What follows belongs to an exercise in optimizing a design on an open flow for a short achievable clock period and few clock cycles per item; a production flow would make more cautious choices.

==> trial 68: inputs <==
==> flow/design.v <==
`default_nettype none
package div_pkg;
    localparam int OP_LN = 32;           
    localparam int RB    = 4;            
    localparam int NK    = 1 << RB;      
    localparam int XW    = OP_LN + RB;   
endpackage
`default_nettype wire
`timescale 1ns/1ps
`default_nettype none
import div_pkg::*;
module div_unit (
    input  wire [XW-1:0]       x,
    input  wire [NK*XW-1:0]    mul,    
    output logic [RB-1:0]      k,
    output logic [OP_LN-1:0]   r,      
    output logic [OP_LN-1:0]   nr      
);
    logic [NK:0]      ge;              
    logic [OP_LN-1:0] d  [NK];
    logic [OP_LN-1:0] dn [NK];
    assign ge[0]  = 1'b1;
    assign ge[NK] = 1'b0;
    assign d[0]   = x[OP_LN-1:0];
    assign dn[0]  = -x[OP_LN-1:0];
    for (genvar j = 1; j < NK; j++) begin : g_cmp
        logic [XW:0] df;
        assign df    = {1'b0, x} - {1'b0, mul[j*XW +: XW]};
        assign ge[j] = ~df[XW];
        assign d[j]  = df[OP_LN-1:0];
        assign dn[j] = mul[j*XW +: OP_LN] - x[OP_LN-1:0];
    end
    always_comb begin
        k  = '0;
        r  = '0;
        nr = '0;
        for (int j = 0; j < NK; j++) begin
            if (ge[j] && !ge[j+1]) begin
                k  = k  | RB'(j);
                r  = r  | d[j];
                nr = nr | dn[j];
            end
        end
    end
endmodule
`default_nettype wire
`timescale 1ns/1ps
`default_nettype none
import div_pkg::*;
module div_top (
    input  wire              clk,
    input  wire              rst_n,
    input  wire [OP_LN-1:0]  op1,     
    input  wire [OP_LN-1:0]  op2,     
    input  wire [2:0]        funct3,
    input  wire              start,
    input  wire              ack,
    output logic [OP_LN-1:0] result,
    output logic             done
);
    function automatic [5:0] blen(input [31:0] v);
        logic [4:0] lz;
        logic [31:0] t;
        t     = v;
        lz[4] = ~|t[31:16]; t = lz[4] ? {t[15:0], 16'b0} : t;
        lz[3] = ~|t[31:24]; t = lz[3] ? {t[23:0],  8'b0} : t;
        lz[2] = ~|t[31:28]; t = lz[2] ? {t[27:0],  4'b0} : t;
        lz[1] = ~|t[31:30]; t = lz[1] ? {t[29:0],  2'b0} : t;
        lz[0] = ~t[31];
        blen  = (v == '0) ? 6'd0 : 6'd32 - {1'b0, lz};
    endfunction
    logic st_prep, st_iter;    
    logic [2:0] cnt;           
    logic busy, accept;
    assign busy   = st_prep | st_iter;
    assign accept = start & ~busy & (~done | ack);
    logic             sg, is_rem, a_neg, b_neg;
    logic [OP_LN-1:0] ap, bp;            
    logic             div0, ovfl, lt_p, eq_c2, eq_c3, mag_lt, fast;
    logic [OP_LN-1:0] fast_res;
    assign sg     = ~funct3[0];
    assign is_rem = funct3[1];
    assign a_neg  = sg & op1[OP_LN-1];
    assign b_neg  = sg & op2[OP_LN-1];
    assign ap     = op1 ^ {OP_LN{a_neg}};
    assign bp     = op2 ^ {OP_LN{b_neg}};
    assign div0  = (op2 == '0);
    assign ovfl  = sg & (op1 == {1'b1, {(OP_LN-1){1'b0}}}) & (op2 == '1);
    assign lt_p  = ap < bp;
    assign eq_c2 = ((op1 ^ op2) == '1);                                    
    assign eq_c3 = ((op1 ^ op2) == {(op1[OP_LN-2:0] | op2[OP_LN-2:0]), 1'b0});  
    assign mag_lt = (lt_p & ~(a_neg & ~b_neg & eq_c3)) | (~a_neg & b_neg & eq_c2);
    assign fast  = div0 | ovfl | mag_lt;
    always_comb begin
        if (is_rem) fast_res = ovfl ? '0 : op1;
        else        fast_res = div0 ? '1 : (ovfl ? op1 : '0);
    end
    logic [OP_LN-1:0] a_q, b_q;      
    logic [5:0]       la_q, lb_q;    
    logic             a_neg_q, q_neg_q, is_rem_q;
    always_ff @(posedge clk) begin
        if (!busy) begin
            a_q      <= a_neg ? -op1 : op1;
            b_q      <= b_neg ? -op2 : op2;
            la_q     <= blen(ap) + {5'b0, a_neg};
            lb_q     <= blen(bp | 32'd1);        
            a_neg_q  <= a_neg;
            q_neg_q  <= a_neg ^ b_neg;
            is_rem_q <= is_rem;
        end
    end
    logic [5:0]       dl;
    logic [2:0]       m;             
    logic [XW-1:0]    x0;
    logic [OP_LN-1:0] dsh0;          
    logic [NK*XW-1:0] mul_c;         
    logic [XW-1:0]    m11s, m11c, m13s, m13c;
    logic [RB-1:0]    k0;
    logic [OP_LN-1:0] r0, nr0;
    assign dl = la_q - lb_q;
    always_comb begin
        if (dl[5])            m = 3'd0;   
        else if (dl < 6'd4)   m = 3'd0;
        else if (dl < 6'd12)  m = 3'd1;
        else if (dl < 6'd20)  m = 3'd2;
        else if (dl < 6'd28)  m = 3'd3;
        else                  m = 3'd4;
    end
    always_comb begin
        case (m)
            3'd0:    begin x0 = XW'(a_q);          dsh0 = a_q;         end
            3'd1:    begin x0 = XW'(a_q >> 8);     dsh0 = a_q << 24;   end
            3'd2:    begin x0 = XW'(a_q >> 16);    dsh0 = a_q << 16;   end
            3'd3:    begin x0 = XW'(a_q >> 24);    dsh0 = a_q << 8;    end
            default: begin x0 = '0;                dsh0 = a_q;         end
        endcase
    end
    assign m11s = XW'(b_q) ^ (XW'(b_q) << 1) ^ (XW'(b_q) << 3);
    assign m11c = ((XW'(b_q) & (XW'(b_q) << 1)) | (XW'(b_q) & (XW'(b_q) << 3)) |
                   ((XW'(b_q) << 1) & (XW'(b_q) << 3))) << 1;
    assign m13s = XW'(b_q) ^ (XW'(b_q) << 2) ^ (XW'(b_q) << 3);
    assign m13c = ((XW'(b_q) & (XW'(b_q) << 2)) | (XW'(b_q) & (XW'(b_q) << 3)) |
                   ((XW'(b_q) << 2) & (XW'(b_q) << 3))) << 1;
    logic [XW-1:0] bq;
    assign bq = XW'(b_q);
    always_comb begin
        mul_c[0*XW  +: XW] = '0;
        mul_c[1*XW  +: XW] = bq;
        mul_c[3*XW  +: XW] = bq + (bq << 1);
        mul_c[5*XW  +: XW] = bq + (bq << 2);
        mul_c[7*XW  +: XW] = (bq << 3) - bq;
        mul_c[9*XW  +: XW] = (bq << 3) + bq;
        mul_c[11*XW +: XW] = m11s + m11c;
        mul_c[13*XW +: XW] = m13s + m13c;
        mul_c[15*XW +: XW] = (bq << 4) - bq;
        for (int j = 2; j < NK; j += 2) mul_c[j*XW +: XW] = mul_c[(j/2)*XW +: XW] << 1;
    end
    div_unit u_d0 (.x(x0), .mul(mul_c), .k(k0), .r(r0), .nr(nr0));
    logic [NK*XW-1:0] mul_q, mul_i;
    logic [OP_LN-1:0] rem_q, dsh_q, quo_q, quom_q;
    logic [XW-1:0]    x1, x2;
    logic [RB-1:0]    k1, k2;
    logic [OP_LN-1:0] r1, nr1, r2, nr2;
    logic [2*RB-1:0]  dig;
    logic [OP_LN-1:0] quo_n, quom_n;
    always_comb begin
        mul_i = mul_q;
        mul_i[0 +: XW] = '0;
        for (int j = 2; j < NK; j += 2) mul_i[j*XW +: XW] = mul_i[(j/2)*XW +: XW] << 1;
    end
    assign x1 = {rem_q, dsh_q[OP_LN-1 -: RB]};
    div_unit u_d1 (.x(x1), .mul(mul_i), .k(k1), .r(r1), .nr(nr1));
    assign x2 = {r1, dsh_q[OP_LN-RB-1 -: RB]};
    div_unit u_d2 (.x(x2), .mul(mul_i), .k(k2), .r(r2), .nr(nr2));
    assign dig    = {k1, k2};
    assign quo_n  = {quo_q[OP_LN-2*RB-1:0], dig};
    assign quom_n = (dig != '0) ? {quo_q[OP_LN-2*RB-1:0], dig - 1'b1}
                                : {quom_q[OP_LN-2*RB-1:0], {(2*RB){1'b1}}};
    always_ff @(posedge clk) begin
        if (st_prep) begin
            for (int j = 1; j < NK; j += 2) mul_q[j*XW +: XW] <= mul_c[j*XW +: XW];
            rem_q  <= r0;
            dsh_q  <= dsh0;
            quo_q  <= OP_LN'(k0);
            quom_q <= OP_LN'(k0) - 1'b1;
        end else if (st_iter) begin
            rem_q  <= r2;
            dsh_q  <= dsh_q << (2*RB);
            quo_q  <= quo_n;
            quom_q <= quom_n;
        end
    end
    logic [OP_LN-1:0] fin_p, fin_i;
    assign fin_p = is_rem_q ? (a_neg_q ? nr0 : r0) : (q_neg_q ? ~(OP_LN'(k0) - 1'b1) : OP_LN'(k0));
    assign fin_i = is_rem_q ? (a_neg_q ? nr2 : r2) : (q_neg_q ? ~quom_n : quo_n);
    always_ff @(posedge clk) begin
        if (accept && fast)                      result <= fast_res;
        else if (st_prep && (m == 3'd0))         result <= fin_p;
        else if (st_iter && (cnt == 3'd1))       result <= fin_i;
    end
    always_ff @(posedge clk or negedge rst_n) begin
        if (!rst_n) begin
            st_prep <= 1'b0;
            st_iter <= 1'b0;
            cnt     <= '0;
            done    <= 1'b0;
        end else begin
            if (accept) begin
                done    <= fast;
                st_prep <= ~fast;
            end else if (ack) begin
                done    <= 1'b0;
            end
            if (st_prep) begin
                st_prep <= 1'b0;
                if (m == 3'd0) begin
                    done <= 1'b1;
                end else begin
                    st_iter <= 1'b1;
                    cnt     <= m;
                end
            end
            if (st_iter) begin
                cnt <= cnt - 1'b1;
                if (cnt == 3'd1) begin
                    st_iter <= 1'b0;
                    done    <= 1'b1;
                end
            end
        end
    end
endmodule
`default_nettype wire
==> flow/flow/run.sh <==
#!/bin/bash
# The standard layout, with timing repair aimed well below the clock period:
# the constraints (clock period, input/output delays, loads) are the standard flow's unchanged;
# only the slack margin that repair_timing aims for is raised
set -euo pipefail
bash standard.sh SETUP_SLACK_MARGIN=11.5 finish > flow_make.log 2>&1
==> flow/standard.sh <==
#!/bin/bash
# synth_recipe.tcl (not shown) runs the flow's synth.tcl, then flattens the netlist and writes it again
# the make line also repeats each setting of config.mk as NAME=value (left out here)
make -C /OpenROAD-flow-scripts/flow DESIGN_CONFIG=/design/flow/config.mk WORK_HOME=/design/flow/orfs CLKGATE_MAP_FILE= SYNTH_SCRIPT=/design/flow/synth_recipe.tcl "${@:-finish}"
==> flow/config.mk <==
export PLATFORM = sky130hd
export DESIGN_NAME = div_top
export DESIGN_NICKNAME = div_top
export VERILOG_FILES = /design/flow/design.v
export SDC_FILE = /design/flow/constraint.sdc
export NUM_CORES = 4
export LEC_CHECK = 0
export CAP_MARGIN = 20
export CORE_MARGIN = 2
export CORE_UTILIZATION = 40
export SLEW_MARGIN = 20
==> flow/constraint.sdc <==
create_clock -name core_clock -period 17.5 [get_ports {clk}]
set_input_delay 3.5000 -clock core_clock [delete_from_list [all_inputs] [get_ports {clk}]]
set_output_delay 3.5000 -clock core_clock [all_outputs]
set_load 0.01 [all_outputs]
==> inputs of build 36, as changes to trial 68 <==
==> flow/run.sh (new file) <==
#!/bin/bash
# synth_recipe.tcl (not shown) runs the flow's synth.tcl, then flattens the netlist and writes it again
# the make line also repeats each setting of config.mk as NAME=value (left out here)
make -C /OpenROAD-flow-scripts/flow DESIGN_CONFIG=/design/flow/config.mk WORK_HOME=/design/flow/orfs CLKGATE_MAP_FILE= SYNTH_SCRIPT=/design/flow/synth_recipe.tcl finish
Settings changed: ABC_CLOCK_PERIOD_IN_PS set to 4000.
removed: flow/flow/run.sh
removed: flow/standard.sh
==> comparison table <==
Post-CTS Setup Bufs: build 36 0; trial 68 794
Post-Place Cells: build 36 28,211; trial 68 28,105
Mux cell area share after synthesis: build 36 0.516%; trial 68 0.516%
Result of the run: build 36 aborted with a tool error; trial 68 aborted with a tool error
Failing step: build 36 global routing (5_1_grt); trial 68 global routing (5_1_grt)
Clock Path Buffers: build 36 4; trial 68 3
Most used standard cell by instance count after synthesis: build 36 ha_1; trial 68 ha_1
FF+latch count, synth: build 36 493; trial 68 493
Routability cong.: build 36 1.23; trial 68 1.27
DPL Wire Length: build 36 1050 mm; trial 68 1020 mm
CTS-repair resized insts: build 36 0; trial 68 2,330
Cell area after placement: build 36 178,000 um2; trial 68 179,000 um2
Simple-gate share of the synthesized area: build 36 18.3%; trial 68 18.3%
Worst Setup Slack post-DPL: build 36 3.10 ns; trial 68 3.81 ns
Number of clock buffers inserted by TritonCTS: build 36 71; trial 68 69
Yosys top cell by area: build 36 ha_1; trial 68 ha_1
Function was not checked in any run of this note: the RTL went through the layout flow alone.
